This is an optimization exercise on Yosys and OpenROAD, whose aim is small area, not a production implementation. Function was checked by simulation only, so behaviour that the tests miss may differ from the original. Power and IR drop assume default switching activity.

==> flow/design.v <==
package dmem_pkg;
    typedef enum logic [1:0] {
        ST_IDLE = 2'd0,
        ST_WAIT = 2'd1,
        ST_RESP = 2'd2
    } dmem_state_t;
    localparam int DMEM_DEPTH       = 32;
    localparam int DMEM_WAIT_CYCLES = 1;
    localparam int DMEM_IDX_W       = 5;
    function automatic logic dmem_in_range(
        input logic [31:0] addr_hi
    );
        dmem_in_range = (addr_hi == 32'd0);
    endfunction
endpackage
module dmem_array
#(
    parameter int DATA_W = 32,
    parameter int DEPTH  = dmem_pkg::DMEM_DEPTH,
    parameter int IDX_W  = dmem_pkg::DMEM_IDX_W
) (
    input  logic              clk,
    input  logic              i_clr,
    input  logic              i_we,
    input  logic [IDX_W-1:0]  i_waddr,
    input  logic [DATA_W-1:0] i_wdata,
    input  logic [IDX_W-1:0]  i_raddr,
    output logic [DATA_W-1:0] o_rdata
);
    logic [DATA_W-1:0] r_mem [DEPTH];
    always_ff @(posedge clk) begin
        if (i_clr) begin
            for (int i = 0; i < DEPTH; i++) begin
                r_mem[i] <= '0;
            end
        end else if (i_we) begin
            r_mem[i_waddr] <= i_wdata;
        end
    end
    assign o_rdata = r_mem[i_raddr];
endmodule
module data_mem_responder
#(
    parameter int DATA_W      = 32,
    parameter int ADDR_W      = 10,
    parameter int DEPTH       = dmem_pkg::DMEM_DEPTH,
    parameter int WAIT_CYCLES = dmem_pkg::DMEM_WAIT_CYCLES
) (
    input  logic              clk,
    input  logic              reset,
    input  logic              req_valid,
    output logic              req_ready,
    input  logic              req_write,
    input  logic [ADDR_W-1:0] req_addr,
    input  logic [DATA_W-1:0] req_wdata,
    output logic              resp_valid,
    input  logic              resp_ready,
    output logic [DATA_W-1:0] resp_rdata,
    output logic              resp_err,
    output logic              resp_zero
);
    localparam logic [2:0] WC = 3'(WAIT_CYCLES);
    dmem_pkg::dmem_state_t r_state;
    dmem_pkg::dmem_state_t w_state_nxt;
    logic [2:0]  r_wait_cnt;
    logic [2:0]  w_wait_nxt;
    logic        w_enter_resp;
    logic        w_accept;
    logic        w_in_resp;
    logic              r_write;
    logic [ADDR_W-1:0] r_addr;
    logic [DATA_W-1:0] r_wdata;
    logic [DATA_W-1:0] r_rdata;
    logic              r_err;
    logic              w_op_write;
    logic [ADDR_W-1:0] w_op_addr;
    logic [DATA_W-1:0] w_op_wdata;
    logic              w_in_range;
    logic              w_mem_we;
    logic [DATA_W-1:0] w_mem_rdata;
    logic [31:0]       w_addr_hi;
    assign req_ready = (r_state == dmem_pkg::ST_IDLE);
    assign w_accept  = req_valid & req_ready;
    assign w_in_resp = (r_state == dmem_pkg::ST_RESP);
    assign w_op_write = req_ready ? req_write : r_write;
    assign w_op_addr  = req_ready ? req_addr  : r_addr;
    assign w_op_wdata = req_ready ? req_wdata : r_wdata;
    assign w_addr_hi  = 32'(w_op_addr >> dmem_pkg::DMEM_IDX_W);
    assign w_in_range = dmem_pkg::dmem_in_range(w_addr_hi);
    assign w_mem_we   = w_enter_resp & w_op_write & w_in_range;
    dmem_array #(
        .DATA_W (DATA_W),
        .DEPTH  (DEPTH),
        .IDX_W  (dmem_pkg::DMEM_IDX_W)
    ) u_array (
        .clk     (clk),
        .i_clr   (reset),
        .i_we    (w_mem_we),
        .i_waddr (w_op_addr[dmem_pkg::DMEM_IDX_W-1:0]),
        .i_wdata (w_op_wdata),
        .i_raddr (w_op_addr[dmem_pkg::DMEM_IDX_W-1:0]),
        .o_rdata (w_mem_rdata)
    );
    always_ff @(posedge clk) begin
        if (reset) begin
            r_state    <= dmem_pkg::ST_IDLE;
            r_wait_cnt <= 3'd0;
        end else begin
            r_state    <= w_state_nxt;
            r_wait_cnt <= w_wait_nxt;
        end
    end
    always_comb begin
        w_state_nxt  = r_state;
        w_wait_nxt   = r_wait_cnt;
        w_enter_resp = 1'b0;
        unique case (r_state)
            dmem_pkg::ST_IDLE: begin
                if (w_accept) begin
                    if (WC == 3'd0) begin
                        w_state_nxt  = dmem_pkg::ST_RESP;
                        w_enter_resp = 1'b1;
                    end else begin
                        w_state_nxt = dmem_pkg::ST_WAIT;
                        w_wait_nxt  = WC - 3'd1;
                    end
                end
            end
            dmem_pkg::ST_WAIT: begin
                if (r_wait_cnt == 3'd0) begin
                    w_state_nxt  = dmem_pkg::ST_RESP;
                    w_enter_resp = 1'b1;
                end else begin
                    w_wait_nxt = r_wait_cnt - 3'd1;
                end
            end
            dmem_pkg::ST_RESP: begin
                if (resp_ready) begin
                    w_state_nxt = dmem_pkg::ST_IDLE;
                end
            end
            default: begin
                w_state_nxt = dmem_pkg::ST_IDLE;
            end
        endcase
    end
    always_ff @(posedge clk) begin
        if (reset) begin
            r_write <= 1'b0;
            r_addr  <= '0;
            r_wdata <= '0;
        end else if (w_accept) begin
            r_write <= req_write;
            r_addr  <= req_addr;
            r_wdata <= req_wdata;
        end
    end
    always_ff @(posedge clk) begin
        if (reset) begin
            r_rdata <= '0;
            r_err   <= 1'b0;
        end else if (w_enter_resp) begin
            if (w_op_write || !w_in_range) begin
                r_rdata <= '0;
            end else begin
                r_rdata <= w_mem_rdata;
            end
            r_err <= !w_in_range;
        end
    end
    assign resp_valid = w_in_resp;
    assign resp_rdata = w_in_resp ? r_rdata : '0;
    assign resp_err   = w_in_resp & r_err;
    assign resp_zero  = w_in_resp & (r_rdata == '0);
endmodule
==> flow/run.sh <==
#!/bin/bash
# synth_recipe.tcl (not shown) runs the flow's synth.tcl, then flattens the netlist and writes it again
# the make line also repeats each setting of config.mk as NAME=value (left out here)
make -C /OpenROAD-flow-scripts/flow DESIGN_CONFIG=/design/flow/config.mk WORK_HOME=/design/flow/orfs CLKGATE_MAP_FILE= SYNTH_SCRIPT=/design/flow/synth_recipe.tcl finish
==> flow/config.mk <==
export PLATFORM = sky130hd
export DESIGN_NAME = data_mem_responder
export DESIGN_NICKNAME = data_mem_responder
export VERILOG_FILES = /design/flow/design.v
export SDC_FILE = /design/flow/constraint.sdc
export NUM_CORES = 4
export LEC_CHECK = 0
export CAP_MARGIN = 20
export CORE_MARGIN = 2
export CORE_UTILIZATION = 40
export SLEW_MARGIN = 20
==> flow/constraint.sdc <==
create_clock -name core_clock -period 6.0 [get_ports {clk}]
set_input_delay 1.2000 -clock core_clock [delete_from_list [all_inputs] [get_ports {clk}]]
set_output_delay 1.2000 -clock core_clock [all_outputs]
set_load 0.01 [all_outputs]
==> tab_implementation.tex, run 1 <==
\begin{tabular}{lr}
\hline
Metric & Value \\
\hline
\multicolumn{2}{l}{\textbf{Outcome}} \\
Outcome & finished clean \\
\multicolumn{2}{l}{\textbf{Clock network}} \\
Root Buffer & clkbuf\_16 \\
Clock sinks & 1105 \\
Clock Path Buffers & 3 \\
Clock-pin slew reported for the worst setup and hold paths after clock tree synthesis & 60 ps \\
Count of hold-fix buffers inserted at cts & 0 \\
Htree depth & 3 \\
Number of buffers inserted during clock tree synthesis & 113 \\
Setup bufs post-CTS & 0 \\
Count of cells resized by post-cts repair & 0 \\
Latest clock arrival within the worst-skew pair & 720 ps \\
Clock tree from TritonCTS & done \\
\multicolumn{2}{l}{\textbf{Placement}} \\
Standard cell area after detailed placement & 0.05152 sq mm \\
Post-DP HPWL & 98830 um \\
Count of input and output buffers & 82 \\
Routability congestion estimate & 0.9061 \\
Instance count after placement with tap cells included & 5789 \\
Worst Setup Slack post-DPL & 1124 ps \\
\multicolumn{2}{l}{\textbf{Pwr}} \\
Internal Pwr Total & 13.50 mW \\
Leak & 19.44 nW \\
Relative contribution of combinational cells to total power & 11.8\% \\
Power density of the placed cells & 328.9 mW/mm\^{}2 \\
Switching power share of the total & 26.08\% \\
Worst voltage drop across the vdd grid & 244.6 uV \\
Clock power frac & 40.2\% \\
Total power & 18.26 mW \\
Switching component of the power & 4.762 mW \\
Power share of the sequential group & 48.0\% \\
\multicolumn{2}{l}{\textbf{Worst setup path}} \\
Library cell contributing the largest single delay on the critical path & buf\_4 \\
Cell-by-cell trace of the critical path & or2\_1 -> inv\_4 -> buf\_4 -> buf\_4 -> clkdlybuf4s50\_1 \\
Internal reg-to-reg setup slack & 1490 ps \\
Category of the worst setup path launch point & flop \\
Setup crit end kind & output pin \\
Critical path data required time & 4800 ps \\
CP max stage delay & 720 ps \\
Capture point of the worst reg-to-reg path & r\_rdata[6] \\
FF-to-FF Start & r\_state[1] \\
Worst-path maximum fanout & 23 \\
Endpoint arrival time on the critical path & 3860 ps \\
Termination of the worst setup path & req\_ready \\
Worst r2r path cells & 10 \\
Crit. Startpoint & r\_state[1] \\
Critical Path Most Common Cell & buf\_4 \\
Critical Setup Path Class & flop to output pin \\
\multicolumn{2}{l}{\textbf{Global routing}} \\
Grt total ovfl & 0 \\
Global-route wire length before repair & 230400 um \\
Via count of the first global-routing pass & 33290 \\
All-Layer GR Usage & 25.53\% \\
Antenna violations before repair & 11 \\
Maximum number of pins on one net before global-route repair & 113 \\
\multicolumn{2}{l}{\textbf{Floorplan}} \\
Die boundary width & 351.8 um \\
Number of cell rows & 127 \\
Overall die area & 0.1237 sq mm \\
Initial standard-cell utilization of the core & 40.32\% \\
I/O pins & 83 \\
Floorplan core area & 0.1200 sq mm \\
Chip Height & 351.8 um \\
\multicolumn{2}{l}{\textbf{Final layout}} \\
Total non-filler cell area in the finished layout & 0.05551 sq mm \\
Layout Area Growth over Synthesis & 14.74\% \\
Most used cells in the layout excluding fill and tap cells & nor2\_1 (1052), edfxtp\_1 (1024), nand2\_1 (784), buf\_4 (148), nand3\_1 (134) \\
Nets@finish & 4345 \\
Final non-filler cell total & 6013 \\
Proportion of layout cells with a drive suffix above 1 & 10.53\% \\
Commonest non-fill, non-tap cell in the layout & nor2\_1 \\
\multicolumn{2}{l}{\textbf{Timing}} \\
Setup repair after global routing missed its margin & false \\
Worst slew pin tran & 1259 ps \\
Summed negative setup slack over all endpoints & 0 ps \\
Final worst-path setup slack & 944.8 ps \\
Final Max Slew Viols & 0 \\
Maximum frequency from static timing analysis & 0.1978 GHz \\
Worst relative slew slack & 15.52\% \\
Number of failing hold endpoints at the final stage & 0 \\
Minimum period implied by the final worst setup slack & 5055 ps \\
Setup violations, final & 0 \\
Fraction of the cycle the final worst path needs & 84.25\% \\
Final worst clock skew & 22.32 ps \\
\multicolumn{2}{l}{\textbf{Synthesis}} \\
Syn\_area\_per\_cell & 11.21 sq um \\
Synth unique cells & 66 \\
Primary flip-flop cell chosen by synthesis mapping & edfxtp\_1 \\
Async set-reset flop share out of synthesis & 0\% \\
Proportion of synthesized chip area in sequential cells & 66.91\% \\
Post-synthesis sequential element count & 1105 \\
Gate count of the mapped netlist & 4316 \\
Number of enable-type register cells in the synthesized netlist & 1024 \\
Number of synthesis warnings & 2 \\
Synthesized Nets & 4365 \\
Mapped cell area & 0.04838 sq mm \\
\multicolumn{2}{l}{\textbf{Detailed routing}} \\
Detailed Route Iter0 Violations & 4766 \\
DRC Markers & 0 \\
Via/cell ratio & 5.806 \\
First drt pass iteration count & 6 \\
Final routed wire length divided by cell count & 26.49 um \\
Residual antenna-violating net count after detailed routing & 0 \\
Post-detailed-routing wire length & 159300 um \\
Vias after detailed routing & 34910 \\
\multicolumn{2}{l}{\textbf{Min path}} \\
Class of the tightest hold or removal check & flop to flop \\
\multicolumn{2}{l}{\textbf{Job}} \\
Max-Cap Viols & 0 \\
\hline
\end{tabular}
==> synthesized netlist by cell type (all sizes together) (6+ instances only) <==
cell type | count | area [sq um]
nand3 | 134 | 670.6
clkbuf | 208 | 782.0
and2 | 37 | 231.5
o21ai | 17 | 85.08
a31oi | 62 | 402.9
nand4 | 63 | 394.1
a311oi | 7 | 61.31
o211ai | 9 | 67.56
mux2i | 160 | 1605
nand2 | 786 | 2965
edfxtp | 1024 | 30750
nand2b | 36 | 225.2
a2111oi | 6 | 127.6
o22ai | 17 | 106.4
o2111ai | 16 | 140.1
a22o | 9 | 78.83
a32oi | 95 | 832.1
dfxtp | 81 | 1622
a22oi | 8 | 60.06
a21o | 15 | 112.6
a211oi | 35 | 262.8
nor4 | 33 | 212.7
inv | 6 | 25.03
mux4 | 16 | 360.4
nor3 | 6 | 46.30
and3 | 43 | 269.0
nor2 | 1062 | 3996
buf | 182 | 1023
or4 | 6 | 45.04
a21oi | 103 | 515.5
==> metal layers <==
layer	global-route usage (%)	part of all wire [%]	wire length [um]	vias to the layer above
li1	-	-	-	15170
met3	7.278	12	19410	300
met2	39.00	45	71130	2015
met1	34.69	40	63060	17410
met4	9.079	3.4	5441	20
met5	0.8634	0.16	257	-
==> area by class of cell <==
class,instances,area [sq um]
clock inverter,50,575.6
clock buffer,166,3292
antenna,4,10.01
fill,10810,64460
sequential,1105,32370
timing repair buffer,255,2460
inverter,6,25.02
tap,1612,2017
multi-input combinational,2815,14760
==> per-stage QoR <==
stage	util, %	hold WS (ps)
floorplan	-	430.9
global placement	42.93	439.5
detailed placement	42.95	442.0
CTS	46.17	450.5
global route	46.26	498.8
finish	46.27	448.7
==> kinds of logic (layout without fill, tap and decap cells) <==
family / count (synthesis) / after routing / synth area share [%]
buf+inv: 396 / 477 / 3.784
mux: 177 / 177 / 4.086
compound gates: 420 / 420 / 6.280
other cells: 0 / 4 / 0
fa+ha+maj: 2 / 2 / 0.05172
simple gates: 2216 / 2216 / 18.89
flops: 1105 / 1105 / 66.91
==> how the worst min path moves through the flow <==
stage,start,to,slack (ps),depth (start not counted)
2_1_floorplan,r_addr[0],r_addr[0],430,2
3_3_place_gp,r_addr[0],r_addr[0],440,2
3_5_place_dp,r_addr[9],r_addr[9],440,2
4_1_cts,r_addr[9],r_addr[9],450,2
5_1_grt,r_addr[5],r_addr[5],500,2
6_report,r_addr[9],r_addr[9],450,2
==> power by group through the flow <==
stage                     clock (mW)  combinational [mW]  sequential (mW)
final                           7.34                2.15             8.77
after floorplan                    0                1.21             8.87
after CTS                       7.39                2.09             8.77
after detailed placement           0                2.08             8.93
after global placement             0                2.07             8.92
after global routing            7.69                2.24             8.79
==> critical path, delay by kind of cell (launching register included) <==
| family | cells | cell delay [ps] |
|---|---|---|
| and+or+nand+nor | 1 | 600 |
| buffers and inverters | 4 | 2050 |
| DFF | 1 | 450 |
==> sequential cells by signal, summed over array words and instances, names as in the netlist <==
signal / count
r_wdata: 32
r_wait_cnt: 3
r_err: 1
r_addr: 10
r_rdata: 32
r_state: 2
u_array.r_mem: 1024
r_write: 1
==> inputs of run 2 (changes only) <==
==> flow/design.v (replaced) <==
package dmem_pkg;
    localparam int DMEM_DEPTH = 32;
    localparam int DMEM_IDX_W = 5;
endpackage
module dmem_array
#(
    parameter int DATA_W = 32,
    parameter int DEPTH  = dmem_pkg::DMEM_DEPTH,
    parameter int IDX_W  = dmem_pkg::DMEM_IDX_W
) (
    input  logic              clk,
    input  logic              i_clr,
    input  logic              i_we,
    input  logic [IDX_W-1:0]  i_waddr,
    input  logic [DATA_W-1:0] i_wdata,
    input  logic [IDX_W-1:0]  i_raddr,
    output logic [DATA_W-1:0] o_rdata
);
    logic              r_par;
    logic [DATA_W-1:0] r_bits [DEPTH];
    logic [DEPTH-1:0]  w_row_a;
    logic [DEPTH-1:0]  w_row_b;
    logic [DATA_W-1:0] w_col_d;
    logic [DATA_W-1:0] w_sel;
    always_ff @(posedge clk) begin
        r_par <= ~r_par & ~i_clr;
    end
    always_comb begin
        for (int i = 0; i < DEPTH; i++) begin
            w_row_a[i] = ~(i_we & ~i_clr & (i_waddr == IDX_W'(i)));
            w_row_b[i] = ~w_row_a[i] | i_clr;
        end
    end
    assign w_col_d = i_wdata ^ {DATA_W{r_par}};
    always_ff @(posedge clk) begin
        for (int i = 0; i < DEPTH; i++) begin
            for (int j = 0; j < DATA_W; j++) begin
                r_bits[i][j] <= ~((w_row_a[i] | w_col_d[j]) & (w_row_b[i] | r_bits[i][j]));
            end
        end
    end
    always_comb begin
        w_sel = '0;
        for (int i = 0; i < DEPTH; i++) begin
            w_sel = w_sel | (r_bits[i] & {DATA_W{i_raddr == IDX_W'(i)}});
        end
    end
    assign o_rdata = w_sel ^ {DATA_W{r_par}};
endmodule
module data_mem_responder
#(
    parameter int DATA_W = 32,
    parameter int ADDR_W = 10,
    parameter int DEPTH  = dmem_pkg::DMEM_DEPTH
) (
    input  logic              clk,
    input  logic              reset,
    input  logic              req_valid,
    output logic              req_ready,
    input  logic              req_write,
    input  logic [ADDR_W-1:0] req_addr,
    input  logic [DATA_W-1:0] req_wdata,
    output logic              resp_valid,
    input  logic              resp_ready,
    output logic [DATA_W-1:0] resp_rdata,
    output logic              resp_err,
    output logic              resp_zero
);
    localparam int IDX_W = dmem_pkg::DMEM_IDX_W;
    logic             r_wait;
    logic             r_resp;
    logic [IDX_W-1:0] r_idx;
    logic             r_load;
    logic             r_err;
    logic              w_idle;
    logic              w_accept;
    logic              w_in_range;
    logic              w_mem_we;
    logic [DATA_W-1:0] w_mem_rdata;
    logic              w_show;
    assign w_idle     = ~r_wait & ~r_resp;
    assign w_accept   = req_valid & w_idle;
    assign w_in_range = (req_addr[ADDR_W-1:IDX_W] == '0);
    assign w_mem_we   = w_accept & req_write & w_in_range;
    dmem_array #(
        .DATA_W (DATA_W),
        .DEPTH  (DEPTH),
        .IDX_W  (IDX_W)
    ) u_array (
        .clk     (clk),
        .i_clr   (reset),
        .i_we    (w_mem_we),
        .i_waddr (req_addr[IDX_W-1:0]),
        .i_wdata (req_wdata),
        .i_raddr (r_idx),
        .o_rdata (w_mem_rdata)
    );
    always_ff @(posedge clk) begin
        if (reset) begin
            r_wait <= 1'b0;
            r_resp <= 1'b0;
        end else begin
            r_wait <= w_accept;
            r_resp <= r_wait | (r_resp & ~resp_ready);
        end
    end
    always_ff @(posedge clk) begin
        if (w_idle) begin
            r_idx  <= req_addr[IDX_W-1:0];
            r_load <= ~req_write & w_in_range;
            r_err  <= ~w_in_range;
        end
    end
    assign w_show = r_resp & r_load;
    assign req_ready  = w_idle;
    assign resp_valid = r_resp;
    assign resp_rdata = w_show ? w_mem_rdata : '0;
    assign resp_err   = r_resp & r_err;
    assign resp_zero  = r_resp & (resp_rdata == '0);
endmodule
==> run 2 against run 1 <==
The layout now fails its checks (setup timing). Die area is 12% lower. First-iteration DRC count is 57% higher. Synthesized area is 12% lower. Hold slack worse by 7.1 ps. Power is 5.6% lower. Register-to-register slack better by 1000 ps. Worst setup slack worse by 980 ps. Cell count is 3.5% higher. Largest power group unchanged.
==> tab_implementation.tex, run 2 <==
\begin{tabular}{lr}
\hline
Metric & Value \\
\hline
\multicolumn{2}{l}{\textbf{Outcome}} \\
Outcome & failed layout checks \\
List of failed layout checks & setup timing \\
\multicolumn{2}{l}{\textbf{Pwr}} \\
Leak & 18.12 nW (-6.8\%) \\
Worst voltage drop across the vdd grid & 299.6 uV (+22\%) \\
Power density of the placed cells & 338.0 mW/mm\^{}2 (+2.8\%) \\
\multicolumn{2}{l}{\textbf{Synthesis}} \\
Number of synthesis warnings & 3 (+1) \\
Async set-reset flop share out of synthesis & 0\% (unchanged) \\
Post-synthesis cell type with the largest combined area & dfxtp\_1 \\
Primary flip-flop cell chosen by synthesis mapping & dfxtp\_1 \\
Mapped cell area & 0.04272 sq mm (-12\%) \\
Syn\_area\_per\_cell & 8.963 sq um (-20\%) \\
Synthesized Nets & 4813 (+10\%) \\
Post-synthesis sequential element count & 1034 (-6.4\%) \\
Top cells by area in the synthesized netlist & dfxtp\_1 (48\%), o31ai\_1 (18\%), nand2\_1 (9.6\%), a22oi\_1 (3.9\%), clkbuf\_1 (3.9\%) \\
Gate count of the mapped netlist & 4766 (+10\%) \\
Area share of the leading cell type in the synthesized netlist & 48.13\% (-15 points) \\
Synth unique cells & 79 (+20\%) \\
Proportion of synthesized chip area in sequential cells & 48.62\% (-18 points) \\
Number of enable-type register cells in the synthesized netlist & 7 (-99\%) \\
List of most frequent post-synthesis cells & nand2\_1 (1088), dfxtp\_1 (1027), o31ai\_1 (1024) \\
Most frequent cell after synthesis & nand2\_1 \\
\multicolumn{2}{l}{\textbf{Global routing}} \\
Global-route wire length before repair & 274100 um (+19\%) \\
Grt total ovfl & 0 (unchanged) \\
Maximum number of pins on one net before global-route repair & 214 (+89\%) \\
All-Layer GR Usage & 34.61\% (+9.1 points) \\
Antenna violations before repair & 6 (-5) \\
Via count of the first global-routing pass & 36180 (+8.7\%) \\
\multicolumn{2}{l}{\textbf{Timing}} \\
Number of failing hold endpoints at the final stage & 0 (unchanged) \\
Final worst clock skew & 31.95 ps (+9.624 ps) \\
Setup repair after global routing missed its margin & false \\
Fraction of the cycle the final worst path needs & 100.6\% (+16 points) \\
Final Max Slew Viols & 0 (unchanged) \\
Summed negative setup slack over all endpoints & -34.55 ps (-34.55 ps) \\
Maximum frequency from static timing analysis & 0.1657 GHz (-16\%) \\
Final worst-path setup slack & -34.55 ps (-979.4 ps) \\
Worst relative slew slack & 15.86\% (+0.33 points) \\
Post-route worst hold slack & 441.5 ps (-7.139 ps) \\
Worst slew pin tran & 1262 ps (+3.511 ps) \\
Setup violations, final & 1 (+1) \\
Minimum period implied by the final worst setup slack & 6035 ps (+979.4 ps) \\
\multicolumn{2}{l}{\textbf{Floorplan}} \\
Overall die area & 0.1094 sq mm (-12\%) \\
Chip Height & 330.8 um (-6.0\%) \\
Initial standard-cell utilization of the core & 40.47\% (+0.14 points) \\
Number of cell rows & 119 (-6.3\%) \\
I/O pins & 83 (unchanged) \\
Die boundary width & 330.8 um (-6.0\%) \\
Floorplan core area & 0.1056 sq mm (-12\%) \\
\multicolumn{2}{l}{\textbf{Detailed routing}} \\
Detailed Route Iter0 Violations & 7506 (+57\%) \\
Post-detailed-routing wire length & 194600 um (+22\%) \\
Via/cell ratio & 6.537 (+13\%) \\
Final routed wire length divided by cell count & 31.27 um (+18\%) \\
Residual antenna-violating net count after detailed routing & 0 (unchanged) \\
DRC Markers & 0 (unchanged) \\
First drt pass iteration count & 8 (+2) \\
Vias after detailed routing & 40680 (+17\%) \\
\multicolumn{2}{l}{\textbf{Min path}} \\
Class of the tightest hold or removal check & flop to flop \\
Hold depth & 1 (-1) \\
\multicolumn{2}{l}{\textbf{Placement}} \\
Routability congestion estimate & 0.9494 (+4.8\%) \\
Count of input and output buffers & 82 (unchanged) \\
Post-DP HPWL & 118200 um (+20\%) \\
\multicolumn{2}{l}{\textbf{Final layout}} \\
Commonest non-fill, non-tap cell in the layout & nand2\_1 \\
Most used cells in the layout excluding fill and tap cells & nand2\_1 (1085), dfxtp\_1 (1026), o31ai\_1 (1024), buf\_4 (265), a22oi\_1 (221) \\
Largest reg by FF count & u\_array.r\_bits \\
Filler cells & 9680 (-10\%) \\
Max FFs per register & 1024 (unchanged) \\
Proportion of layout cells with a drive suffix above 1 & 14.56\% (+4.0 points) \\
Final design utilization & 48.30\% (+2.0 points) \\
Nets@finish & 4787 (+10\%) \\
Biggest registers after layout & u\_array.r\_bits: 1024 flops, r\_idx: 5 flops \\
Layout Area Growth over Synthesis & 19.35\% \\
\multicolumn{2}{l}{\textbf{Worst setup path}} \\
Category of the worst setup path launch point & flop \\
Setup crit end kind & output pin \\
Critical Setup Path Class & flop to output pin \\
Worst-path maximum fanout & 10 (-57\%) \\
Critical path data required time & 4800 ps (about the same) \\
Endpoint arrival time on the critical path & 4830 ps (+970 ps) \\
Worst r2r path cells & 8 (-2) \\
\multicolumn{2}{l}{\textbf{Clock network}} \\
Latest clock arrival within the worst-skew pair & 710 ps (about the same) \\
Clock-pin slew reported for the worst setup and hold paths after clock tree synthesis & 70 ps (about the same) \\
Number of buffers inserted during clock tree synthesis & 107 (-5.3\%) \\
Root Buffer & clkbuf\_16 \\
Clock tree from TritonCTS & done \\
Htree depth & 3 (unchanged) \\
Clock Path Buffers & 3 (unchanged) \\
Clock sinks & 1034 (-6.4\%) \\
\multicolumn{2}{l}{\textbf{Job}} \\
Max-Cap Viols & 0 (unchanged) \\
\hline
\end{tabular}
-- run 2: cell count changes after synthesis, moves of 56 or more --
cell      change
buf_2        -80
mux2i_1      -62
nor2_1      -957
a21oi_1      -86
a32oi_1      -87
clkbuf_1    +232
o31ai_1    +1024
edfxtp_1   -1017
a22oi_1     +215
a31oi_1      -56
nand2_1     +304
dfxtp_1     +946
-- run 2: per-stage QoR --
| stage | total power [mW] | worst slack, ps | area (sq um) | std cells |
|---|---|---|---|---|
| CTS | 17.11 | 184.9 | 50940 | 6219 |
| floorplan | 8.853 | 1892 | 42720 | 4766 |
| global placement | 9.779 | -637.4 | 46030 | 5969 |
| finish | 17.23 | -34.55 | 50980 | 6223 |
| global route | 17.58 | 22.27 | 50980 | 6220 |
| detailed placement | 9.784 | -653.2 | 46030 | 5969 |
-- run 2: final cells by class --
| cell class | instances | area [sq um] | share of cell area, % |
|---|---|---|---|
| diodes | 3 | 7.507 | 0.01472 |
| clock inverters | 47 | 688.2 | 1.350 |
| inverters | 5 | 18.77 | 0.03681 |
| repair buffers | 404 | 3877 | 7.605 |
| flip-flops and latches | 1034 | 20770 | 40.75 |
| multi-input cells | 3188 | 20730 | 40.66 |
| clock buffers | 151 | 3147 | 6.172 |
| well taps | 1391 | 1740 | 3.414 |
-- run 2: logic make-up (layout without fill, tap and decap cells) --
family | Yosys count | count (layout) | share of synthesized area, %
buffers and inverters | 545 | 607 | 5.474
muxes | 110 | 110 | 2.668
DFF | 1034 | 1034 | 48.62
xor gates and xnor gates | 50 | 50 | 1.025
AOI/OAI and AO/OA | 1469 | 1469 | 26.24
other | 0 | 3 | 0
and+or+nand+nor | 1558 | 1559 | 15.97
-- run 2: path summary, 6_finish.rpt --
kind	slack, ps	to	start
worst max-delay path	-30	resp_zero	r_idx[2]
worst min-delay path	440	u_array.r_bits[2][22]	u_array.r_bits[2][22]
worst max register to register	2520	u_array.r_bits[24][19]	r_resp
worst min register to register	440	u_array.r_bits[2][22]	u_array.r_bits[2][22]
-- run 2: critical path, cell delays in order (launching register included) --
cell and delay, ps:
edfxtp_1 400, buf_4 170, buf_12 140, buf_4 260, mux2i_2 500, nor3_1 180, a31oi_1 280, nand4_1 130
or4_1 710, and4_1 280, nor3_1 470, nor4_4 130, buf_4 160, dlygate4sd2_1 270
-- run 2: timing repair --
item                                    in CTS  in global routing
hold buffers                                 0                  0
setup buffers                               49                  0
gates resized for setup                    119                  1
hold endpoints to repair                     0                  0
pin swaps                                   30                  0
endpoints found under the setup margin       4                  1
cloned                                       3                  0
-- run 2: report_power, final --
group	leakage (nW)	total [mW]	internal [mW]	switching, mW
Combinational	7.56	2.21	0.795	1.41
Sequential	8.69	7.70	7.38	0.322
Clock	1.88	7.33	4.34	2.98
-- run 2: per-layer routing --
layer	GRT usage (%)	share of wire, %
met3	8.875	14
met1	49.10	40
met4	16.40	5.3
met2	48.62	40
met5	0	0.030
==> inputs of run 3 (changes only) <==
--- a/flow/design.v
+++ b/flow/design.v
@@ -18,9 +18,11 @@
 );
     logic              r_par;
-    logic [DATA_W-1:0] r_bits [DEPTH];
+    logic [DEPTH-1:0][DATA_W-1:0] r_bits;
+    logic [DEPTH-1:0][DATA_W-1:0] w_next;
     logic [DEPTH-1:0]  w_row_a;
     logic [DEPTH-1:0]  w_row_b;
+    logic [DEPTH-1:0]  w_rsel_n;
     logic [DATA_W-1:0] w_col_d;
-    logic [DATA_W-1:0] w_sel;
+    logic [DATA_W-1:0] w_col_z;
     always_ff @(posedge clk) begin
         r_par <= ~r_par & ~i_clr;
@@ -28,23 +30,74 @@
     always_comb begin
         for (int i = 0; i < DEPTH; i++) begin
-            w_row_a[i] = ~(i_we & ~i_clr & (i_waddr == IDX_W'(i)));
-            w_row_b[i] = ~w_row_a[i] | i_clr;
+            w_row_a[i]  = ~(i_we & ~i_clr & (i_waddr == IDX_W'(i)));
+            w_row_b[i]  = ~w_row_a[i] | i_clr;
+            w_rsel_n[i] = ~(i_raddr == IDX_W'(i));
         end
     end
     assign w_col_d = i_wdata ^ {DATA_W{r_par}};
-    always_ff @(posedge clk) begin
-        for (int i = 0; i < DEPTH; i++) begin
-            for (int j = 0; j < DATA_W; j++) begin
-                r_bits[i][j] <= ~((w_row_a[i] | w_col_d[j]) & (w_row_b[i] | r_bits[i][j]));
-            end
+    for (genvar i = 0; i < DEPTH; i++) begin : g_row
+        for (genvar j = 0; j < DATA_W; j++) begin : g_bit
+            dmem_cell_nx u_nx (
+                .i_a (w_row_a[i]),
+                .i_b (w_row_b[i]),
+                .i_d (w_col_d[j]),
+                .i_s (r_bits[i][j]),
+                .o_y (w_next[i][j])
+            );
         end
     end
-    always_comb begin
-        w_sel = '0;
-        for (int i = 0; i < DEPTH; i++) begin
-            w_sel = w_sel | (r_bits[i] & {DATA_W{i_raddr == IDX_W'(i)}});
+    always_ff @(posedge clk) begin
+        r_bits <= w_next;
+    end
+    for (genvar j = 0; j < DATA_W; j++) begin : g_col
+        logic [DEPTH-1:0] w_col_s;
+        for (genvar i = 0; i < DEPTH; i++) begin : g_s
+            assign w_col_s[i] = r_bits[i][j];
         end
+        dmem_rd_col #(.DEPTH(DEPTH)) u_col (
+            .i_sel_n (w_rsel_n),
+            .i_s     (w_col_s),
+            .o_z     (w_col_z[j])
+        );
     end
-    assign o_rdata = w_sel ^ {DATA_W{r_par}};
+    assign o_rdata = ~(w_col_z ^ {DATA_W{r_par}});
+endmodule
+module dmem_cell_nx (
+    input  logic i_a,
+    input  logic i_b,
+    input  logic i_d,
+    input  logic i_s,
+    output logic o_y
+);
+    assign o_y = ~((i_a | i_d) & (i_b | i_s));
+endmodule
+module dmem_rd_col
+#(
+    parameter int DEPTH = dmem_pkg::DMEM_DEPTH
+) (
+    input  logic [DEPTH-1:0] i_sel_n,
+    input  logic [DEPTH-1:0] i_s,
+    output logic             o_z
+);
+    logic [DEPTH/2-1:0] w_pz;
+    for (genvar k = 0; k < DEPTH / 2; k++) begin : g_pair
+        dmem_rd_pair u_pair (
+            .i_sel_n0 (i_sel_n[2*k]),
+            .i_s0     (i_s[2*k]),
+            .i_sel_n1 (i_sel_n[2*k+1]),
+            .i_s1     (i_s[2*k+1]),
+            .o_z      (w_pz[k])
+        );
+    end
+    assign o_z = |w_pz;
+endmodule
+module dmem_rd_pair (
+    input  logic i_sel_n0,
+    input  logic i_s0,
+    input  logic i_sel_n1,
+    input  logic i_s1,
+    output logic o_z
+);
+    assign o_z = ~((i_sel_n0 | i_s0) & (i_sel_n1 | i_s1));
 endmodule
 module data_mem_responder
--- a/flow/config.mk
+++ b/flow/config.mk
@@ -6,6 +6,8 @@
 export NUM_CORES = 4
 export LEC_CHECK = 0
+export ABC_AREA = 1
 export CAP_MARGIN = 20
 export CORE_MARGIN = 2
 export CORE_UTILIZATION = 40
 export SLEW_MARGIN = 20
+export SYNTH_HIERARCHICAL = 1
==> run 3 against run 2 <==
The run now finishes clean. Combinational power increased by 37%. Die area increased by 51%. Non-clock buffer count decreased by 165. Maximum frequency increased by 2.1%. Synthesized area increased by 51%. Global-route usage decreased by 11 points. Utilization decreased by 2.1 points. Count of clock-buffer cells in the layout increased by 29. Worst setup slack improved by 120 ps. Critical endpoint unchanged.
==> tab_implementation.tex, run 3 <==
\begin{tabular}{lr}
\hline
Metric & Value \\
\hline
\multicolumn{2}{l}{\textbf{Final layout}} \\
Layout Area Growth over Synthesis & 14.60\% \\
Area of the multi-input gates & 0.02124 sq mm (+2.4\%) \\
Final non-filler cell total & 15190 (+140\%) \\
Most used cells in the layout excluding fill and tap cells & inv\_1 (6191), nand2\_1 (4852), dfxtp\_1 (1026), nor2\_1 (368), buf\_4 (131) \\
Largest reg by FF count & u\_array.r\_bits \\
Filler cells & 17210 (+78\%) \\
Final design utilization & 46.18\% (-2.1 points) \\
Antenna Diode Count & 0 (-3) \\
Max FFs per register & 1024 (unchanged) \\
Proportion of layout cells with a drive suffix above 1 & 3.092\% (-11 points) \\
Biggest registers after layout & u\_array.r\_bits: 1024 flops, r\_idx: 5 flops \\
Nets@finish & 12990 (+170\%) \\
Commonest non-fill, non-tap cell in the layout & inv\_1 \\
Flip-flop and latch area & 0.02077 sq mm (unchanged) \\
\multicolumn{2}{l}{\textbf{Timing}} \\
Setup repair after global routing missed its margin & true \\
Final Max Slew Viols & 0 (unchanged) \\
Post-route worst hold slack & 454.2 ps (+12.68 ps) \\
Summed negative setup slack over all endpoints & 0 ps (+34.55 ps) \\
Fraction of the cycle the final worst path needs & 98.51\% (-2.1 points) \\
Worst relative slew slack & 23.20\% (+7.3 points) \\
Setup violations, final & 0 (-1) \\
Worst slew pin tran & 1152 ps (-110.1 ps) \\
Final worst clock skew & 19.43 ps (-12.52 ps) \\
Maximum frequency from static timing analysis & 0.1692 GHz (+2.1\%) \\
Number of failing hold endpoints at the final stage & 0 (unchanged) \\
Minimum period implied by the final worst setup slack & 5911 ps (-124.0 ps) \\
\multicolumn{2}{l}{\textbf{Synthesis}} \\
Async set-reset flop share out of synthesis & 0\% (unchanged) \\
Top cells by area in the synthesized netlist & inv\_1 (36\%), dfxtp\_1 (32\%), nand2\_1 (28\%), nor2\_1 (2.2\%), xnor2\_1 (0.43\%) \\
Proportion of synthesized chip area in sequential cells & 32.10\% (-17 points) \\
Synth unique cells & 24 (-70\%) \\
List of most frequent post-synthesis cells & inv\_1 (6191), nand2\_1 (4852), dfxtp\_1 (1027) \\
Gate count of the mapped netlist & 12600 (+160\%) \\
Synthesized Nets & 12650 (+160\%) \\
Most frequent cell after synthesis & inv\_1 \\
Post-synthesis cell type with the largest combined area & inv\_1 \\
Area share of the leading cell type in the synthesized netlist & 35.92\% (-12 points) \\
Primary flip-flop cell chosen by synthesis mapping & dfxtp\_1 \\
Syn\_area\_per\_cell & 5.134 sq um (-43\%) \\
Number of synthesis warnings & 8 (+5) \\
Mapped cell area & 0.06470 sq mm (+51\%) \\
Number of enable-type register cells in the synthesized netlist & 7 (unchanged) \\
Post-synthesis sequential element count & 1034 (unchanged) \\
\multicolumn{2}{l}{\textbf{Global routing}} \\
Grt total ovfl & 0 (unchanged) \\
Antenna violations before repair & 6 (unchanged) \\
Via count of the first global-routing pass & 49320 (+36\%) \\
Maximum number of pins on one net before global-route repair & 40 (-81\%) \\
Global-route wire length before repair & 294500 um (+7.4\%) \\
All-Layer GR Usage & 23.58\% (-11 points) \\
\multicolumn{2}{l}{\textbf{Detailed routing}} \\
Detailed Route Iter0 Violations & 4278 (-43\%) \\
First drt pass iteration count & 5 (-3) \\
Vias after detailed routing & 56170 (+38\%) \\
DRC Markers & 0 (unchanged) \\
Via/cell ratio & 3.697 (-43\%) \\
Residual antenna-violating net count after detailed routing & 0 (unchanged) \\
Post-detailed-routing wire length & 192900 um (-0.86\%) \\
Final routed wire length divided by cell count & 12.70 um (-59\%) \\
\multicolumn{2}{l}{\textbf{Clock network}} \\
Clock Path Buffers & 3 (unchanged) \\
Clock tree from TritonCTS & done \\
Clock-pin slew reported for the worst setup and hold paths after clock tree synthesis & 70 ps (about the same) \\
Number of buffers inserted during clock tree synthesis & 119 (+11\%) \\
Clock sinks & 1034 (unchanged) \\
Root Buffer & clkbuf\_16 \\
Count of hold-fix buffers inserted at cts & 0 (unchanged) \\
Htree depth & 3 (unchanged) \\
Latest clock arrival within the worst-skew pair & 740 ps (+30 ps) \\
\multicolumn{2}{l}{\textbf{Pwr}} \\
Clock power frac & 41.2\% (-1.3 points) \\
Worst voltage drop across the vdd grid & 257.8 uV (-14\%) \\
Total power & 18.11 mW (+5.1\%) \\
Leak & 66.14 nW (+260\%) \\
Internal Pwr Total & 12.61 mW (+0.73\%) \\
Switching power share of the total & 30.39\% (+3.0 points) \\
Relative contribution of combinational cells to total power & 16.7\% (+3.9 points) \\
Switching component of the power & 5.502 mW (+17\%) \\
Power share of the sequential group & 42.1\% (-2.6 points) \\
Power density of the placed cells & 244.2 mW/mm\^{}2 (-28\%) \\
\multicolumn{2}{l}{\textbf{Worst setup path}} \\
Critical Path Most Common Cell & nand2\_1 \\
Cell-by-cell trace of the critical path & nand2\_1 -> inv\_1 -> nand3\_1 -> buf\_12 -> inv\_1 -> nand2\_1 -> nand2\_1 -> nor2\_1 -> nand2\_1 -> nor2\_2 -> nand2\_1 -> xnor2\_1 -> o21ai\_0 -> nand2\_1 -> nor2\_1 -> nand3\_1 -> nor2\_4 -> clkdlybuf4s50\_1 \\
Critical Setup Path Class & flop to output pin \\
Internal reg-to-reg setup slack & 1980 ps (-540 ps) \\
Worst-path maximum fanout & 32 (+22) \\
Category of the worst setup path launch point & flop \\
CP max stage delay & 580 ps (-130 ps) \\
Crit. Startpoint & r\_idx[3] \\
Library cell contributing the largest single delay on the critical path & clkdlybuf4s50\_1 \\
Capture point of the worst reg-to-reg path & u\_array.r\_bits[624] \\
Endpoint arrival time on the critical path & 4710 ps (-120 ps) \\
Worst r2r path cells & 7 (-1) \\
Setup crit end kind & output pin \\
FF-to-FF Start & u\_array.r\_par \\
Critical path data required time & 4800 ps (about the same) \\
\multicolumn{2}{l}{\textbf{Placement}} \\
Count of input and output buffers & 82 (unchanged) \\
Instance count after placement with tap cells included & 14980 (+150\%) \\
Routability congestion estimate & 0.8752 (-7.8\%) \\
Post-DP HPWL & 123800 um (+4.8\%) \\
\multicolumn{2}{l}{\textbf{Floorplan}} \\
Chip Height & 406.2 um (+23\%) \\
Initial standard-cell utilization of the core & 40.30\% (-0.17 points) \\
Die boundary width & 406.2 um (+23\%) \\
Number of cell rows & 147 (+24\%) \\
Floorplan core area & 0.1606 sq mm (+52\%) \\
I/O pins & 83 (unchanged) \\
Overall die area & 0.1650 sq mm (+51\%) \\
\multicolumn{2}{l}{\textbf{Outcome}} \\
Outcome & finished clean \\
\multicolumn{2}{l}{\textbf{Min path}} \\
Worst min-delay path endpoint & u\_array.r\_bits[110] \\
Class of the tightest hold or removal check & flop to flop \\
Hold depth & 3 (+2) \\
Hold Crit Start & u\_array.r\_bits[110] \\
\multicolumn{2}{l}{\textbf{Job}} \\
Max-Cap Viols & 0 (unchanged) \\
\hline
\end{tabular}
==> run 3: changes by cell type after synthesis, moves of 44 or more <==
cell,change
clkbuf_1,-435
mux2i_1,-97
nand4_1,-44
inv_1,+6186
buf_2,-54
and3_1,-76
nand2_1,+3764
o31ai_1,-1024
a22oi_1,-223
nand3_1,-58
nor2_1,+283
==> run 3: worst max path at each step <==
stage,end,slack (ps),cells past startpoint
after floorplan,resp_zero,2310,19
after global placement,resp_zero,250,19
after detailed placement,resp_zero,280,17
after CTS,resp_zero,40,18
after global routing,resp_zero,-50,18
final,resp_zero,90,18
==> run 3: through the flow <==
stage                     area, sq um  setup slack (ps)
final                           74150             89.47
after global routing            74150            -49.25
after CTS                       74100             39.21
after detailed placement        70150             283.5
after global placement          70150             250.5
after floorplan                 64700              2309
==> run 3: cell type report <==
class	count	area share [%]
Inverter	6192	31.35
Tap cell	2160	3.645
Timing Repair Buffer	239	3.100
Sequential cell	1034	28.02
Multi-Input combinational cell	5357	28.64
Clock buffer	180	4.732
Clock inverter	31	0.5231
==> run 3: worst max-delay path: cells and delay by family (launching register included) <==
| kind | cells | cell delay (ps) |
|---|---|---|
| compound gates | 1 | 210 |
| xor+xnor | 1 | 150 |
| buf+inv | 4 | 980 |
| flops | 1 | 450 |
| simple gates | 12 | 2120 |
==> run 3: cells by family after synthesis <==
group           share of synthesized area, %
flops                                  32.10
buf+inv                                36.15
xor+xnor                              0.8663
compound gates                        0.1257
simple gates                           30.76
==> run 3: power by group through the flow <==
stage	clock, mW	sequential (mW)	combinational [mW]
2_1_floorplan	0	7.71	1.87
6_report	7.46	7.62	3.03
5_1_grt	7.88	7.68	3.43
3_5_place_dp	0	7.77	2.98
4_1_cts	7.60	7.62	3.00
3_3_place_gp	0	7.76	2.97
==> run 3: timing repair <==
| action | CTS | global route |
|---|---|---|
| endpoints found under the setup margin | 2 | 2 |
| resized for setup | 14 | 15 |
| buffers inserted | 0 | 0 |
==> run 3: metal layers <==
metal,track usage [%],part of all wire (%),vias up
met4,5.244,1.9,8
met5,0,0.024,-
met3,4.052,6.9,196
met1,33.33,50,22390
li1,-,-,32530
met2,37.29,41,1045
==> run 3: Yosys stat by module (local to each module, per instance), a selection <==
| module | copies in the design | flip-flops and latches | cells |
|---|---|---|---|
| dmem_cell_nx | 1024 | 0 | 7 |
| data_mem_responder | 1 | 9 | 120 |
| dmem_rd_pair | 512 | 0 | 7 |
==> inputs of run 4 (changes only) <==
--- a/flow/design.v
+++ b/flow/design.v
@@ -126,4 +126,5 @@
     logic             r_load;
     logic             r_err;
+    logic             r_zero;
     logic              w_idle;
     logic              w_accept;
@@ -165,4 +166,7 @@
         end
     end
+    always_ff @(posedge clk) begin
+        r_zero <= ~(r_load & (|w_mem_rdata));
+    end
     assign w_show = r_resp & r_load;
     assign req_ready  = w_idle;
@@ -170,4 +174,4 @@
     assign resp_rdata = w_show ? w_mem_rdata : '0;
     assign resp_err   = r_resp & r_err;
-    assign resp_zero  = r_resp & (resp_rdata == '0);
+    assign resp_zero  = r_resp & r_zero;
 endmodule
--- a/flow/config.mk
+++ b/flow/config.mk
@@ -6,8 +6,8 @@
 export NUM_CORES = 4
 export LEC_CHECK = 0
-export ABC_AREA = 1
 export CAP_MARGIN = 20
 export CORE_MARGIN = 2
 export CORE_UTILIZATION = 40
+export GPL_TIMING_DRIVEN = 0
 export SLEW_MARGIN = 20
 export SYNTH_HIERARCHICAL = 1
==> run 4 against run 3 <==
The layout now fails its checks (setup timing). Critical path depth shrank 9. First-iteration DRC count is 14% lower. Wire length shrank 29%. Maximum frequency down 4.6%. Clock power fell by 4.0%. Die area fell by 48%. Via count fell by 45%. Worst setup slack lost 280 ps. Highest routed layer unchanged.
==> tab_implementation.tex, run 4 <==
\begin{tabular}{lr}
\hline
Metric & Value \\
\hline
\multicolumn{2}{l}{\textbf{Outcome}} \\
Outcome & failed layout checks \\
List of failed layout checks & setup timing \\
\multicolumn{2}{l}{\textbf{Synthesis}} \\
Proportion of synthesized chip area in sequential cells & 62.41\% (+30 points) \\
Mapped cell area & 0.03331 sq mm (-49\%) \\
Syn\_area\_per\_cell & 11.06 sq um (+120\%) \\
Post-synthesis sequential element count & 1035 (+0.097\%) \\
Synth unique cells & 31 (+29\%) \\
Number of synthesis warnings & 8 (unchanged) \\
Area share of the leading cell type in the synthesized netlist & 61.78\% (+26 points) \\
Primary flip-flop cell chosen by synthesis mapping & dfxtp\_1 \\
Post-synthesis cell type with the largest combined area & dfxtp\_1 \\
List of most frequent post-synthesis cells & o22ai\_1 (1536), dfxtp\_1 (1028), nor4\_1 (132) \\
Synthesized Nets & 3058 (-76\%) \\
Most frequent cell after synthesis & o22ai\_1 \\
Gate count of the mapped netlist & 3011 (-76\%) \\
Number of enable-type register cells in the synthesized netlist & 7 (unchanged) \\
Async set-reset flop share out of synthesis & 0\% (unchanged) \\
Top cells by area in the synthesized netlist & dfxtp\_1 (62\%), o22ai\_1 (29\%), nor4\_1 (2.5\%), nand4\_1 (0.86\%), xnor2\_1 (0.84\%) \\
\multicolumn{2}{l}{\textbf{Final layout}} \\
Nets@finish & 3385 (-74\%) \\
Total non-filler cell area in the finished layout & 0.04352 sq mm (-41\%) \\
Largest reg by FF count & u\_array.r\_bits \\
Proportion of layout cells with a drive suffix above 1 & 15.62\% (+13 points) \\
Layout Area Growth over Synthesis & 30.65\% \\
Most used cells in the layout excluding fill and tap cells & o22ai\_1 (1536), dfxtp\_1 (1028), clkbuf\_16 (107), buf\_16 (83), clkdlybuf4s50\_1 (82) \\
Final design utilization & 52.92\% (+6.7 points) \\
Biggest registers after layout & u\_array.r\_bits: 1024 flops, r\_idx: 5 flops \\
Commonest non-fill, non-tap cell in the layout & o22ai\_1 \\
Max FFs per register & 1024 (unchanged) \\
\multicolumn{2}{l}{\textbf{Detailed routing}} \\
Residual antenna-violating net count after detailed routing & 0 (unchanged) \\
First drt pass iteration count & 6 (+1) \\
DRC Markers & 0 (unchanged) \\
Post-detailed-routing wire length & 137800 um (-29\%) \\
Vias after detailed routing & 31090 (-45\%) \\
Via/cell ratio & 6.911 (+87\%) \\
Detailed Route Iter0 Violations & 3692 (-14\%) \\
Final routed wire length divided by cell count & 30.63 um (+140\%) \\
\multicolumn{2}{l}{\textbf{Worst setup path}} \\
Library cell contributing the largest single delay on the critical path & nor4\_1 \\
Critical Setup Path Class & flop to output pin \\
Setup crit end kind & output pin \\
Category of the worst setup path launch point & flop \\
Critical path data required time & 4800 ps (about the same) \\
Endpoint arrival time on the critical path & 4990 ps (+280 ps) \\
Cell-by-cell trace of the critical path & and2\_1 -> clkbuf\_1 -> nand2\_4 -> o22ai\_1 -> nor4\_1 -> nand4\_1 -> xnor2\_1 -> and3\_1 -> clkdlybuf4s50\_1 \\
CP max stage delay & 1110 ps (+530 ps) \\
Worst-path maximum fanout & 32 (unchanged) \\
\multicolumn{2}{l}{\textbf{Timing}} \\
Maximum frequency from static timing analysis & 0.1615 GHz (-4.6\%) \\
Minimum period implied by the final worst setup slack & 6192 ps (+281.9 ps) \\
Fraction of the cycle the final worst path needs & 103.2\% (+4.7 points) \\
Number of failing hold endpoints at the final stage & 0 (unchanged) \\
Final Max Slew Viols & 0 (unchanged) \\
Worst relative slew slack & 12.21\% (-11 points) \\
Final worst-path setup slack & -192.4 ps (-281.9 ps) \\
Setup violations, final & 6 (+6) \\
Worst slew pin tran & 1305 ps (+152.8 ps) \\
Final worst clock skew & 21.29 ps (+1.869 ps) \\
\multicolumn{2}{l}{\textbf{Job}} \\
Max-Cap Viols & 0 (unchanged) \\
\multicolumn{2}{l}{\textbf{Clock network}} \\
Latest clock arrival within the worst-skew pair & 670 ps (-70 ps) \\
Clock-pin slew reported for the worst setup and hold paths after clock tree synthesis & 60 ps (about the same) \\
Htree depth & 3 (unchanged) \\
Root Buffer & clkbuf\_16 \\
Number of buffers inserted during clock tree synthesis & 104 (-13\%) \\
Clock tree from TritonCTS & done \\
Clock sinks & 1035 (+0.097\%) \\
Count of hold-fix buffers inserted at cts & 0 (unchanged) \\
Clock Path Buffers & 3 (unchanged) \\
\multicolumn{2}{l}{\textbf{Global routing}} \\
Global-route wire length before repair & 199300 um (-32\%) \\
Antenna violations before repair & 6 (unchanged) \\
Via count of the first global-routing pass & 29460 (-40\%) \\
All-Layer GR Usage & 30.91\% (+7.3 points) \\
Grt total ovfl & 0 (unchanged) \\
Maximum number of pins on one net before global-route repair & 33 (-18\%) \\
\multicolumn{2}{l}{\textbf{Floorplan}} \\
I/O pins & 83 (unchanged) \\
Chip Height & 292.6 um (-28\%) \\
Overall die area & 0.08561 sq mm (-48\%) \\
Floorplan core area & 0.08224 sq mm (-49\%) \\
Number of cell rows & 105 (-29\%) \\
Die boundary width & 292.6 um (-28\%) \\
Initial standard-cell utilization of the core & 40.51\% (+0.21 points) \\
\multicolumn{2}{l}{\textbf{Placement}} \\
Post-DP HPWL & 90200 um (-27\%) \\
Standard cell area after detailed placement & 0.03954 sq mm (-44\%) \\
Routability congestion estimate & 0.9777 (+12\%) \\
Count of input and output buffers & 82 (unchanged) \\
\multicolumn{2}{l}{\textbf{Min path}} \\
Class of the tightest hold or removal check & flop to flop \\
\multicolumn{2}{l}{\textbf{Pwr}} \\
Power density of the placed cells & 387.4 mW/mm\^{}2 (+59\%) \\
Leak & 15.96 nW (-76\%) \\
Worst voltage drop across the vdd grid & 238.0 uV (-7.7\%) \\
\hline
\end{tabular}
==> run 4: changes by cell type after synthesis, sizes merged, moves of 33 or more <==
cell | before | now
and3 | 0 | 33
nand4 | 0 | 46
inv | 6192 | 1
nor4 | 0 | 136
nand2 | 4854 | 36
o22ai | 0 | 1536
nor2 | 389 | 10
==> run 4: per-module statistics from Yosys, one instance, submodules excluded, a selection <==
module / flip-flops and latches / times used
dmem_cell_nx: 0 / 1024
dmem_rd_pair: 0 / 512
data_mem_responder: 10 / 1
==> run 4: repair_timing <==
action | in CTS | in global routing
endpoints found under the setup margin | 6 | 18
resized for setup | 12 | 15
setup buffers | 0 | 0
==> run 4: final timing paths <==
kind,from,endpoint,slack (ps),depth (start not counted)
setup reg to reg,r_idx[0],r_zero,1640,11
setup / recovery,r_idx[0],resp_rdata[21],-190,9
hold / removal,u_array.r_bits[389],u_array.r_bits[389],440,1
hold reg to reg,u_array.r_bits[389],u_array.r_bits[389],440,1
==> run 4: layer usage <==
metal	wire (um)	global-route usage, %	vias up
li1	-	-	13520
met1	53380	39.21	15190
met2	58850	45.81	1953
met3	15680	9.067	413
met4	9672	20.14	10
met5	178	0	-
==> run 4: final cells by class <==
type / instances / area, sq um
inverters: 1 / 3.754
diodes: 3 / 7.507
multi-input cells: 1934 / 13520
plain buffers: 41 / 251.5
flip-flops and latches: 1035 / 20790
fillers: 6972 / 38720
well taps: 1070 / 1339
clock inverters: 53 / 775.7
clock buffers: 140 / 3032
repair buffers: 221 / 3804
==> run 4: stage by stage <==
stage	setup slack, ps	hold WS, ps	cells	total power, mW	setup TNS (ps)
after global routing	-15.05	454.6	4495	17.29	-15.05
after CTS	44.34	447.7	4495	16.79	0
after floorplan	2582	426.5	3011	8.618	0
after global placement	-390.3	435.9	4163	9.357	-2557
after detailed placement	501.4	439.1	4302	9.726	0
final	-192.4	444.5	4498	16.86	-324.4
==> run 4: cell families after synthesis <==
kind of cell           after synthesis  share of synthesized area [%]
flip-flops                        1035                          62.41
AND/OR/NAND/NOR                    300                          5.378
XOR/XNOR                            64                          1.683
buffers and inverters               42                         0.7662
AO/OA/AOI/OAI                     1570                          29.77
==> run 4: power by group <==
part / internal [mW] / switching, mW / total (mW)
clock network: 4.36 / 2.80 / 7.16
logic: 0.721 / 1.33 / 2.05
registers: 7.38 / 0.261 / 7.64
==> run 4: worst max-delay path: cells and delay by family (launching register included) <==
kind	cells	cell delay [ps]
AND/OR/NAND/NOR	5	2390
XOR/XNOR	1	380
AO/OA/AOI/OAI	1	140
buffers and inverters	2	910
flip-flops	1	440
==> inputs of run 5 (changes only) <==
--- a/flow/config.mk
+++ b/flow/config.mk
@@ -9,5 +9,4 @@
 export CORE_MARGIN = 2
 export CORE_UTILIZATION = 40
-export GPL_TIMING_DRIVEN = 0
 export SLEW_MARGIN = 20
 export SYNTH_HIERARCHICAL = 1
==> run 5 against run 4 <==
Now clean on timing, DRC and antenna. Cell count up 1.4%. Maximum frequency up 3.3%. Critical endpoint is now resp_rdata[24]. First-iteration DRC count up 16%. Synthesized cell count unchanged. Wire length up 4.0%. Sequential share of layout area up 1.9 points. Clock skew up 9.2 ps.
==> tab_implementation.tex, run 5 <==
\begin{tabular}{lr}
\hline
Metric & Value \\
\hline
\multicolumn{2}{l}{\textbf{Worst setup path}} \\
Critical Setup Path Class & flop to output pin \\
Worst-path maximum fanout & 12 (-63\%) \\
FF-to-FF Start & r\_resp \\
Category of the worst setup path launch point & flop \\
Cell-by-cell trace of the critical path & and3b\_1 -> nand2\_1 -> buf\_4 -> o22ai\_1 -> nor4\_2 -> nand4\_1 -> xnor2\_1 -> and3\_1 -> clkdlybuf4s50\_1 \\
Library cell contributing the largest single delay on the critical path & nor4\_2 \\
Internal reg-to-reg setup slack & 1700 ps (+60 ps) \\
CP max stage delay & 730 ps (-380 ps) \\
Critical path data required time & 4800 ps (about the same) \\
Capture point of the worst reg-to-reg path & u\_array.r\_bits[530] \\
Worst r2r path cells & 8 (-3) \\
Setup crit end kind & output pin \\
Endpoint arrival time on the critical path & 4800 ps (-190 ps) \\
\multicolumn{2}{l}{\textbf{Pwr}} \\
Worst voltage drop across the vdd grid & 240.7 uV (+1.1\%) \\
Total power & 16.50 mW (-2.1\%) \\
Leak & 15.29 nW (-4.2\%) \\
Power density of the placed cells & 394.0 mW/mm\^{}2 (+1.7\%) \\
\multicolumn{2}{l}{\textbf{Final layout}} \\
Largest reg by FF count & u\_array.r\_bits \\
Commonest non-fill, non-tap cell in the layout & o22ai\_1 \\
Layout Area Growth over Synthesis & 25.75\% \\
Final design utilization & 50.94\% (-2.0 points) \\
Proportion of layout cells with a drive suffix above 1 & 14.08\% (-1.5 points) \\
Most used cells in the layout excluding fill and tap cells & o22ai\_1 (1536), dfxtp\_1 (1027), buf\_4 (222), clkbuf\_16 (106), nor4\_1 (104) \\
Max FFs per register & 1024 (unchanged) \\
Biggest registers after layout & u\_array.r\_bits: 1024 flops, r\_idx: 5 flops \\
Nets@finish & 3449 (+1.9\%) \\
\multicolumn{2}{l}{\textbf{Min path}} \\
Hold depth & 1 (unchanged) \\
Class of the tightest hold or removal check & flop to flop \\
Worst min-delay path endpoint & u\_array.r\_bits[42] \\
Hold Crit Start & u\_array.r\_bits[42] \\
\multicolumn{2}{l}{\textbf{Synthesis}} \\
Synthesized Nets & 3058 (unchanged) \\
Async set-reset flop share out of synthesis & 0\% (unchanged) \\
Top cells by area in the synthesized netlist & dfxtp\_1 (62\%), o22ai\_1 (29\%), nor4\_1 (2.5\%), nand4\_1 (0.86\%), xnor2\_1 (0.84\%) \\
Primary flip-flop cell chosen by synthesis mapping & dfxtp\_1 \\
Post-synthesis sequential element count & 1035 (unchanged) \\
Post-synthesis cell type with the largest combined area & dfxtp\_1 \\
Gate count of the mapped netlist & 3011 (unchanged) \\
Syn\_area\_per\_cell & 11.06 sq um (unchanged) \\
Number of synthesis warnings & 8 (unchanged) \\
Proportion of synthesized chip area in sequential cells & 62.41\% (unchanged) \\
Mapped cell area & 0.03331 sq mm (unchanged) \\
Synth unique cells & 31 (unchanged) \\
Area share of the leading cell type in the synthesized netlist & 61.78\% (unchanged) \\
Number of enable-type register cells in the synthesized netlist & 7 (unchanged) \\
List of most frequent post-synthesis cells & o22ai\_1 (1536), dfxtp\_1 (1028), nor4\_1 (132) \\
Most frequent cell after synthesis & o22ai\_1 \\
\multicolumn{2}{l}{\textbf{Timing}} \\
Final Max Slew Viols & 0 (unchanged) \\
Fraction of the cycle the final worst path needs & 99.95\% (-3.3 points) \\
Minimum period implied by the final worst setup slack & 5997 ps (-195.5 ps) \\
Setup violations, final & 0 (-6) \\
Setup repair after global routing missed its margin & false \\
Worst relative slew slack & 25.52\% (+13 points) \\
Summed negative setup slack over all endpoints & 0 ps (+324.4 ps) \\
Worst slew pin tran & 1116 ps (-189.2 ps) \\
Final worst clock skew & 30.47 ps (+9.172 ps) \\
Number of failing hold endpoints at the final stage & 0 (unchanged) \\
Maximum frequency from static timing analysis & 0.1668 GHz (+3.3\%) \\
\multicolumn{2}{l}{\textbf{Global routing}} \\
Maximum number of pins on one net before global-route repair & 42 (+27\%) \\
Global-route wire length before repair & 207500 um (+4.1\%) \\
Grt total ovfl & 0 (unchanged) \\
All-Layer GR Usage & 32.05\% (+1.1 points) \\
Antenna violations before repair & 7 (+1) \\
Via count of the first global-routing pass & 30850 (+4.7\%) \\
\multicolumn{2}{l}{\textbf{Clock network}} \\
Htree depth & 3 (unchanged) \\
Root Buffer & clkbuf\_16 \\
Clock Path Buffers & 3 (unchanged) \\
Latest clock arrival within the worst-skew pair & 680 ps (about the same) \\
Clock sinks & 1035 (unchanged) \\
Clock-pin slew reported for the worst setup and hold paths after clock tree synthesis & 60 ps (about the same) \\
Clock tree from TritonCTS & done \\
Number of buffers inserted during clock tree synthesis & 103 (-0.96\%) \\
\multicolumn{2}{l}{\textbf{Detailed routing}} \\
DRC Markers & 0 (unchanged) \\
Detailed Route Iter0 Violations & 4285 (+16\%) \\
Final routed wire length divided by cell count & 31.42 um (+2.6\%) \\
Via/cell ratio & 7.083 (+2.5\%) \\
Residual antenna-violating net count after detailed routing & 0 (unchanged) \\
Vias after detailed routing & 32310 (+3.9\%) \\
Post-detailed-routing wire length & 143300 um (+4.0\%) \\
First drt pass iteration count & 6 (unchanged) \\
\multicolumn{2}{l}{\textbf{Floorplan}} \\
Chip Height & 292.6 um (unchanged) \\
Die boundary width & 292.6 um (unchanged) \\
Floorplan core area & 0.08224 sq mm (unchanged) \\
Overall die area & 0.08561 sq mm (unchanged) \\
Initial standard-cell utilization of the core & 40.51\% (unchanged) \\
I/O pins & 83 (unchanged) \\
Number of cell rows & 105 (unchanged) \\
\multicolumn{2}{l}{\textbf{Outcome}} \\
Outcome & finished clean \\
\multicolumn{2}{l}{\textbf{Placement}} \\
Routability congestion estimate & 0.9374 (-4.1\%) \\
Post-DP HPWL & 86970 um (-3.6\%) \\
Count of input and output buffers & 82 (unchanged) \\
\multicolumn{2}{l}{\textbf{Job}} \\
Max-Cap Viols & 0 (unchanged) \\
\hline
\end{tabular}
[run 5: cell counts after synthesis]
Identical to the previous run, type by type.
[run 5: logic make-up after synthesis]
logic type	synth area share, %
DFF	62.41
buffers and inverters	0.7662
and+or+nand+nor	5.378
xor gates and xnor gates	1.683
AOI/OAI and AO/OA	29.77
[run 5: area by class of cell]
class	count	area [sq um]
sequential	1035	20790
tap	1070	1339
clock buffer	149	3044
timing repair buffer	327	3068
inverter	1	3.754
clock inverter	42	585.6
antenna	3	7.507
fill	7170	40350
multi-input combinational	1934	13050
[run 5: power breakdown]
| group | switching [mW] | leakage [nW] | total [mW] | internal [mW] |
|---|---|---|---|---|
| clock | 2.80 | 1.79 | 6.85 | 4.05 |
| combinational | 1.31 | 4.81 | 1.97 | 0.661 |
| sequential | 0.295 | 8.69 | 7.68 | 7.38 |
[run 5: worst max-delay path, delay by kind of cell (launching register included)]
| kind | cells | cell delay (ps) |
|---|---|---|
| AND/OR/NAND/NOR | 5 | 2190 |
| buffers and inverters | 2 | 810 |
| XOR/XNOR | 1 | 570 |
| flip-flops | 1 | 490 |
| AO/OA/AOI/OAI | 1 | 80 |
[run 5: what timing repair did]
item                                    4_1_cts  5_1_grt
resized for setup                             1        7
hold endpoints to repair                      0        0
pin swaps                                     0        0
endpoints found under the setup margin        1        2
hold buffers                                  0        0
setup buffers                                 0        0
[run 5: stage by stage]
step	hold WS [ps]	instance area (sq um)	std cells	setup WS, ps
6_report	446.7	41890	4561	3.041
5_1_grt	457.0	41880	4558	66.40
4_1_cts	449.7	41720	4553	7.448
3_5_place_dp	441.5	38090	4362	518.9
3_3_place_gp	436.4	37770	4351	216.1
2_1_floorplan	426.5	33310	3011	2582
[run 5: modules after synthesis, one instance, submodules excluded, excerpt]
module,cells,times used
data_mem_responder,73,1
dmem_cell_nx,1,1024
dmem_rd_pair,1,512
[run 5: worst max-delay path by stage]
stage	startpoint	to	slack, ps	depth (start not counted)
floorplan	r_idx[1]	resp_rdata[31]	2580	8
global placement	r_idx[4]	resp_rdata[22]	220	9
detailed placement	r_idx[4]	resp_rdata[24]	520	9
CTS	r_idx[2]	resp_rdata[3]	7	10
global route	r_idx[2]	resp_rdata[24]	70	9
finish	r_idx[3]	resp_rdata[24]	3	9
[run 5: layer usage]
layer	vias up	track usage (%)	share of wire, %	wire length [um]
li1	13620	-	-	-
met1	16060	41.95	40	57210
met2	2146	47.77	43	61920
met3	476	8.165	11	15090
met4	12	18.97	6.3	9035
met5	-	0	0.056	80

## what the ideal ports hide
The results above use ideal ports. As a check the final layouts listed here were re-extracted and re-timed, cells and wires unchanged. Step 1, drivers: a clkbuf_16 drives clk and a buf_2 each remaining input, both assumed. Step 2 adds t to the input delays and takes it off the output delays; t is the mean of the earliest and latest rising clock arrival at the registers after step 1. Input paths then give back, and output paths get back, about the clock's delay inside the block. a / b / c = ideal / step 1 / step 2; a / b = the first two.
| run | t, ns | slack for setup (ns) | worst register clock-pin slew, ns |
|---|---|---|---|
| run 1 | 0.780 | 0.945 / 0.873 / 1.000 | 0.07 / 0.07 |
| run 2 | 0.782 | -0.035 / -0.115 / 0.668 | 0.07 / 0.07 |
| run 3 | 0.822 | 0.089 / 0.005 / 0.827 | 0.07 / 0.07 |
| run 4 | 0.732 | -0.192 / -0.262 / 0.470 | 0.07 / 0.07 |
| run 5 | 0.734 | 0.003 / -0.066 / 0.667 | 0.07 / 0.07 |
